Background: an optimization exercise with open tools, aiming at small area, a short achievable clock period and few clock cycles. Do not read the settings as production practice.
Only simulation tests tie the RTL to the original design; equivalence was not proved.
Power figures rest on the tool's default switching activity, not on a simulated workload.

==> design.v <==
package wbps_pkg;
  localparam int ADDR_W     = 32;
  localparam int LEN_W      = 5;
  localparam int CFG_IDX_W  = 2;
  localparam int CFG_DATA_W = 64;
  localparam int PAT_BYTES  = 16;
  localparam int OFF_W      = 16;
  localparam logic [CFG_IDX_W-1:0] CFG_PATTERN_LOW    = 2'd0;
  localparam logic [CFG_IDX_W-1:0] CFG_PATTERN_HIGH   = 2'd1;
  localparam logic [CFG_IDX_W-1:0] CFG_CARE_MASK      = 2'd2;
  localparam logic [CFG_IDX_W-1:0] CFG_PATTERN_LENGTH = 2'd3;
endpackage
module wbps_cfg_regs
(
  input  logic                                clk,
  input  logic                                rst,
  input  logic                                cfg_valid,
  output logic                                cfg_ready,
  input  logic [wbps_pkg::CFG_IDX_W-1:0]      cfg_index,
  input  logic [wbps_pkg::CFG_DATA_W-1:0]     cfg_data,
  output logic [8*wbps_pkg::PAT_BYTES-1:0]    pattern,
  output logic [wbps_pkg::PAT_BYTES-1:0]      care_mask,
  output logic                                len_zero,
  output logic [3:0]                          len_m1
);
  logic [4:0] wlen;
  assign cfg_ready = 1'b1;
  assign wlen      = cfg_data[wbps_pkg::LEN_W-1:0];
  always_ff @(posedge clk) begin
    if (rst) begin
      pattern   <= '0;
      care_mask <= '0;
      len_zero  <= 1'b1;
      len_m1    <= '0;
    end else if (cfg_valid) begin
      unique case (cfg_index)
        wbps_pkg::CFG_PATTERN_LOW:    pattern[63:0]   <= cfg_data;
        wbps_pkg::CFG_PATTERN_HIGH:   pattern[127:64] <= cfg_data;
        wbps_pkg::CFG_CARE_MASK:      care_mask       <= cfg_data[wbps_pkg::PAT_BYTES-1:0];
        wbps_pkg::CFG_PATTERN_LENGTH: begin
          len_zero <= (wlen == 5'd0);
          len_m1   <= wlen[4] ? 4'hF : (wlen[3:0] - 4'd1);
        end
      endcase
    end
  end
endmodule
module wbps_core
(
  input  logic                              clk,
  input  logic                              rst,
  input  logic                              advance,
  input  logic [7:0]                        data_byte,
  input  logic [wbps_pkg::ADDR_W-1:0]       region_base,
  input  logic                              first_of_region,
  input  logic                              start_of_scan,
  input  logic                              end_of_scan,
  input  logic [8*wbps_pkg::PAT_BYTES-1:0]  pattern,
  input  logic [wbps_pkg::PAT_BYTES-1:0]    care_mask,
  input  logic                              len_zero,
  input  logic [3:0]                        len_m1,
  output logic                              res_valid,
  output logic                              hit,
  output logic [wbps_pkg::ADDR_W-1:0]       addr,
  output logic                              reported_after
);
  localparam int P = wbps_pkg::PAT_BYTES;
  logic [P-2:0]               pre;         
  logic [wbps_pkg::OFF_W-1:0] start_cnt;   
  logic                       reported;
  logic                       reported_next;
  logic                       restart;
  logic                       reported_eff;
  logic [P-1:0]               byte_ok;
  logic [P-1:0]               pre_next;
  logic [wbps_pkg::OFF_W-1:0] start_init;
  logic [wbps_pkg::OFF_W-1:0] start_cur;
  logic [wbps_pkg::OFF_W-1:0] start_off;
  assign restart      = first_of_region | start_of_scan;
  assign reported_eff = reported & ~start_of_scan;
  always_comb begin
    for (int k = 0; k < P; k++) begin
      byte_ok[k] = ~care_mask[k] | (data_byte == pattern[8*k +: 8]);
    end
  end
  always_comb begin
    pre_next[0] = byte_ok[0];
    for (int k = 1; k < P; k++) begin
      pre_next[k] = pre[k-1] & ~restart & byte_ok[k];
    end
  end
  assign hit = len_zero | pre_next[len_m1];
  assign start_init = -{12'd0, len_m1};
  assign start_cur  = restart ? start_init : start_cnt;
  assign start_off  = len_zero ? '0 : start_cur;
  assign addr       = region_base + {{(wbps_pkg::ADDR_W-wbps_pkg::OFF_W){1'b0}}, start_off};
  assign res_valid     = ~reported_eff & (hit | end_of_scan);
  assign reported_next = reported_eff | hit | end_of_scan;
  assign reported_after = advance ? reported_next : reported;
  always_ff @(posedge clk) begin
    if (advance) begin
      pre       <= pre_next[P-2:0];
      start_cnt <= start_cur + wbps_pkg::OFF_W'(1);
    end
  end
  always_ff @(posedge clk) begin
    if (rst) begin
      reported <= 1'b0;
    end else if (advance) begin
      reported <= reported_next;
    end
  end
endmodule
module wildcard_byte_pattern_scanner
#(
  parameter int MAX_PATTERN = 16
)
(
  input  logic                  clk,
  input  logic                  rst,
  input  logic                  in_valid,
  output logic                  in_ready,
  input  logic [7:0]            data_byte,
  input  logic [wbps_pkg::ADDR_W-1:0]     region_base,
  input  logic                  first_of_region,
  input  logic                  start_of_scan,
  input  logic                  end_of_scan,
  output logic                  out_valid,
  input  logic                  out_ready,
  output logic                  found,
  output logic [wbps_pkg::ADDR_W-1:0]     match_address,
  input  logic                  cfg_valid,
  output logic                  cfg_ready,
  input  logic [wbps_pkg::CFG_IDX_W-1:0]  cfg_index,
  input  logic [wbps_pkg::CFG_DATA_W-1:0] cfg_data
);
  logic [8*wbps_pkg::PAT_BYTES-1:0] pattern;
  logic [wbps_pkg::PAT_BYTES-1:0]   care_mask;
  logic                             len_zero;
  logic [3:0]                       len_m1;
  logic                        s1_valid;
  logic                        s1_may_res;
  logic [7:0]                  s1_byte;
  logic [wbps_pkg::ADDR_W-1:0] s1_base;
  logic                        s1_first;
  logic                        s1_start;
  logic                        s1_end;
  logic                        res_found;
  logic [wbps_pkg::ADDR_W-1:0] res_addr;
  logic                        in_ready_q;
  logic                        in_fire;
  logic                        out_free;
  logic                        s1_adv;
  logic                        core_res_valid;
  logic                        core_hit;
  logic [wbps_pkg::ADDR_W-1:0] core_addr;
  logic                        reported_after;
  logic                        may_res;
  logic                        s1_valid_next;
  logic                        s1_may_res_next;
  logic                        out_valid_next;
  wbps_cfg_regs u_cfg (
    .clk       (clk),
    .rst       (rst),
    .cfg_valid (cfg_valid),
    .cfg_ready (cfg_ready),
    .cfg_index (cfg_index),
    .cfg_data  (cfg_data),
    .pattern   (pattern),
    .care_mask (care_mask),
    .len_zero  (len_zero),
    .len_m1    (len_m1)
  );
  assign in_ready = in_ready_q;
  assign in_fire  = in_valid & in_ready_q;
  assign out_free = ~out_valid | out_ready;
  assign s1_adv   = s1_valid & (out_free | ~s1_may_res);
  wbps_core u_core (
    .clk             (clk),
    .rst             (rst),
    .advance         (s1_adv),
    .data_byte       (s1_byte),
    .region_base     (s1_base),
    .first_of_region (s1_first),
    .start_of_scan   (s1_start),
    .end_of_scan     (s1_end),
    .pattern         (pattern),
    .care_mask       (care_mask),
    .len_zero        (len_zero),
    .len_m1          (len_m1),
    .res_valid       (core_res_valid),
    .hit             (core_hit),
    .addr            (core_addr),
    .reported_after  (reported_after)
  );
  assign may_res = start_of_scan ? (end_of_scan | len_zero | (len_m1 == 4'd0))
                                 : ~reported_after;
  assign s1_valid_next   = in_fire | (s1_valid & ~s1_adv);
  assign s1_may_res_next = in_fire ? may_res : s1_may_res;
  assign out_valid_next  = (s1_valid & out_free & core_res_valid) | (out_valid & ~out_ready);
  always_ff @(posedge clk) begin
    if (in_ready_q) begin
      s1_byte  <= data_byte;
      s1_base  <= region_base;
      s1_first <= first_of_region;
      s1_start <= start_of_scan;
      s1_end   <= end_of_scan;
    end
  end
  always_ff @(posedge clk) begin
    if (in_ready_q) begin
      s1_may_res <= may_res;
    end
  end
  always_ff @(posedge clk) begin
    if (rst) begin
      s1_valid   <= 1'b0;
      out_valid  <= 1'b0;
      in_ready_q <= 1'b1;
    end else begin
      s1_valid   <= s1_valid_next;
      out_valid  <= out_valid_next;
      in_ready_q <= ~s1_valid_next | ~out_valid_next | ~s1_may_res_next;
    end
  end
  always_ff @(posedge clk) begin
    if (out_free) begin
      res_found <= core_hit;
      res_addr  <= core_hit ? core_addr : '0;
    end
  end
  assign found         = res_found;
  assign match_address = res_addr;
endmodule
==> run.sh <==
#!/bin/bash
# synth_recipe.tcl (not shown) runs the flow's synth.tcl, then flattens the netlist and writes it again
# the make line also repeats each setting of config.mk as NAME=value (left out here)
make -C /OpenROAD-flow-scripts/flow DESIGN_CONFIG=/design/flow/config.mk WORK_HOME=/design/flow/orfs CLKGATE_MAP_FILE= SYNTH_SCRIPT=/design/flow/synth_recipe.tcl finish
==> config.mk <==
export PLATFORM = sky130hd
export DESIGN_NAME = wildcard_byte_pattern_scanner
export DESIGN_NICKNAME = wildcard_byte_pattern_scanner
export VERILOG_FILES = /design/flow/design.v
export SDC_FILE = /design/flow/constraint.sdc
export NUM_CORES = 8
export LEC_CHECK = 0
export CAP_MARGIN = 20
export CORE_MARGIN = 2
export CORE_UTILIZATION = 30
export SLEW_MARGIN = 20
==> constraint.sdc <==
create_clock -name core_clock -period 8.0 [get_ports {clk}]
set_input_delay 1.6000 -clock core_clock [delete_from_list [all_inputs] [get_ports {clk}]]
set_output_delay 1.6000 -clock core_clock [all_outputs]
set_load 0.01 [all_outputs]
==> flow_summary_export.csv <==
group,metric,value,unit
pwr,ir_drop,0.0001330,V
yosys,synth_nets,1510,
yosys,synth_edf_count,108,
clock_network,clock_latency,570,ps
timing,rsz0062_at_grt,"false",
clock_network,clock-root-buffer,"clkbuf_16",
floorplan,die_area,43310,um2
floorplan,coreArea,41020,um2
yosys,netlist_area,12500,um2
yosys,synthTopCellsByCount,"nand2_1, a21oi_1, dfxtp_1",
global_route,busiest_layer,"met2",
place,place_congestion,0.8318,
yosys,async_reset_ff_share,0,%
timing,slew_violations,0,
cells_and_area,final_net_count,1626,
yosys,synthTopCellsByArea,"edfxtp_1, dfxtp_1, nand2_1, xnor2_1, a21oi_1",
route,drtIter0Drc,545,
global_route,grt_use_met2,26.01,%
pwr,p_total,0.003207,W
yosys,netlist_instances,1374,
place,port_buffers,148,
yosys,ys_types,67,
global_route,grt_pass1_wl,52900,um
worst_setup_path,criticalPathCategory,"flop to flop",
cells_and_area,num_antenna_cells,0,
floorplan,pin_count,150,
route,drt_wl_total,33630,um
min_path,min_path_type,"flop to flop",
route,vias_per_cell,4.880,
worst_setup_path,worstSetupEndpointType,"flop",
pwr,p_per_area,209.3,nW/um2
floorplan,die_height,208.1,um
timing,period_minus_slack,4323,ps
route,vias,9975,
timing,max_freq,231.3,MHz
global_route,grt.total_usage,15.12,%
global_route,met3_usage,2.611,%
cells_and_area,fin_util,37.35,%
global_route,grt_util_met1,19.96,%
timing,fin_crit_sh,54.04,%
floorplan,num_rows,74,
clock_network,post-cts-setup-buffer-count,0,
clock_network,cts_resized,0,
worst_setup_path,slowest_stage,"o31ai_2",
worst_setup_path,path_buf_inv,1,
yosys,synth_seq_cells,261,
timing,tightest_slew,914.8,ps
run_status,status,"complete, no violations",
timing,max-slew-margin-rel,39.02,%
yosys,ys_warn_count,3,
pwr,p_leak,5.196,nW
timing,hold_violations,0,
timing,setup_violations,0,
worst_setup_path,crit_path_cell_trace,"inv_1 > ha_1 > or3b_1 > nand2b_1 > o21ai_0 > nor2_1 > ha_1 > o21ai_0 > a21o_1 > nor3_1 > nor3_1 > o31ai_2 > nand4_1 > xor2_1 > nor2_1",
route,post_drt_wl_per_cell,16.45,um
yosys,synth.top_cell.area_share,25.95,%
global_route,antenna_found_initial,0,
worst_setup_path,slowest_delay,640,ps
worst_setup_path,critPathTopFamily,"simple AND/OR/NAND/NOR gates",
route,dr.pass1.iters,5,
timing,fin_skew,28.84,ps
global_route,first_global_vias,9555,
route,antenna_left,0,
clock_network,path_clk_slew,60,ps
worst_setup_path,critPathLaunchType,"flop",
yosys,ys.flop_type,"dfxtp_1",
cells_and_area,drive_gt1_share,5.026,%
clock_network,clock_path_buffers,3,
global_route,grt_max_degree,86,
worst_setup_path,cp_data_arrival_time,4610,ps
yosys,avgSynthCellArea,9.095,um2
worst_setup_path,critPathRequiredTime,8290,ps
clock_network,cts_tree,"yes",
run,cap_violations,0,
global_route,grt_overflow,0,
clock_network,cts.sinks,261,
yosys,synth_area_leader_cell,"edfxtp_1",
route,drc,0,
clock_network,cts_max_level,1,
place,detailed_place_hpwl,22690,um
cells_and_area,area_growth,22.59,%
worst_setup_path,cp_max_fo,11,
timing,final.setup.tns,0,ps
yosys,synth_seq_area_share,50.46,%
floorplan,start_util,30.47,%
floorplan,die_x,208.1,um
clock_network,hold_buffers,0,
clock_network,numCtsBuffers,28,
yosys,yosysMostFrequentCell,"nand2_1",
## per-stage QoR
stage / cell area [um2] / instances / hold slack, ps / setup WS, ps
after global routing: 15320 / 2044 / 479.6 / 3349
after detailed placement: 14440 / 1992 / 448.9 / 3752
final: 15320 / 2044 / 457.5 / 3677
after floorplan: 12500 / 1374 / 432.9 / 4422
after global placement: 14440 / 1992 / 440.8 / 3882
after CTS: 15320 / 2044 / 457.4 / 3718
## where the power goes
part,internal [W],switching (W),leakage (nW)
logic,0.000208,0.000240,2.43
registers,0.00147,0.0000441,2.33
clock network,0.000698,0.000542,0.429
total,0.00238,0.000827,5.20
## cell families after synthesis
| group | synth area share, % |
|---|---|
| multiplexers | 0.5306 |
| adder cells (fa/ha/maj) | 2.263 |
| AO/OA/AOI/OAI | 12.45 |
| other | 0.03001 |
| AND/OR/NAND/NOR | 19.33 |
| buffers and inverters | 3.584 |
| flip-flops | 50.46 |
| XOR/XNOR | 11.35 |
## worst reg2reg max path: cells and delay by family, from the launching register on
family	cells	cell delay [ps]
buffers and inverters	1	170
AOI/OAI and AO/OA	4	1200
DFF	1	410
xor gates and xnor gates	1	160
adders and majority gates	2	530
and+or+nand+nor	7	1560
## worst paths after layout
path / end / start / depth (start not counted) / slack, ps
setup reg to reg: res_addr[21]$_SDFFCE_PN0P_ / u_cfg.len_m1[0]$_SDFFE_PP0P_ / 15 / 3680
setup / recovery: res_addr[21]$_SDFFCE_PN0P_ / u_cfg.len_m1[0]$_SDFFE_PP0P_ / 15 / 3680
hold reg to reg: u_cfg.care_mask[9]$_SDFFE_PP0P_ / u_cfg.care_mask[9]$_SDFFE_PP0P_ / 2 / 460
hold / removal: u_cfg.care_mask[9]$_SDFFE_PP0P_ / u_cfg.care_mask[9]$_SDFFE_PP0P_ / 2 / 460
## layout make-up
type | instances | area (um2)
Tap cell | 532 | 665.6
Fill cell | 4192 | 25700
Sequential cell | 261 | 6307
Timing Repair Buffer | 167 | 1622
Clock buffer | 37 | 754.5
Inverter | 24 | 90.09
Clock inverter | 15 | 125.1
Multi-Input combinational cell | 1008 | 5756
## per-layer routing
layer	wire [um]	part of all wire [%]	up-vias
li1	-	-	4948
met1	15370	46	4736
met2	16050	48	249
met3	1549	4.6	42
met4	659	2.0	0
met5	0	0	-
## cell usage in the layout (no fill, tap or decap), types with 20 or more instances in the layout
master           instances
nand2_1                331
xor2_1                  21
inv_1                   23
nand4_1                 39
buf_4                   20
a21oi_1                173
nor2_1                  67
edfxtp_1               108
xnor2_1                141
nor3_1                  24
dfxtp_1                152
clkbuf_16               28
nand3_1                 21
clkdlybuf4s50_1        147
ha_1                    21
## flip-flops by register name (all words and copies together), names as in the netlist, 4 cells and up
register,flops
s1_base,32
res_addr,32
u_core.start_cnt,16
s1_byte,8
u_cfg.pattern,128
u_cfg.care_mask,16
u_cfg.len_m1,4
u_core.pre,15
Testbench counts, summed over its fixed seeds: cycles 91,086.

separate check: timing with driven ports:
How much do the figures lean on ideal ports? The routed layout below was timed once more, with nothing changed but the port constraints. Step 1 (the two cells are an assumption about what drives the block):
set clk [get_ports {clk}]
set_driving_cell -lib_cell sky130_fd_sc_hd__clkbuf_16 $clk
set_driving_cell -lib_cell sky130_fd_sc_hd__buf_2 [delete_from_list [all_inputs] $clk]
Step 2 also shifts input and output timing later by t, the mid clock arrival at the registers, as if the neighbouring blocks saw the same clock. Slacks: no drivers / after step 1 / after step 2; pairs: no drivers / after step 1.
shift t [ns]: 0.605
slack for setup (ns): 3.677 / 3.677 / 3.677
slew at the worst register clock pin (ns): 0.06 / 0.06
After both steps setup and hold are still met in this run. For this run, drivers alone change the setup slack by 0.000 ns; drivers and shift together by 0.000 ns.
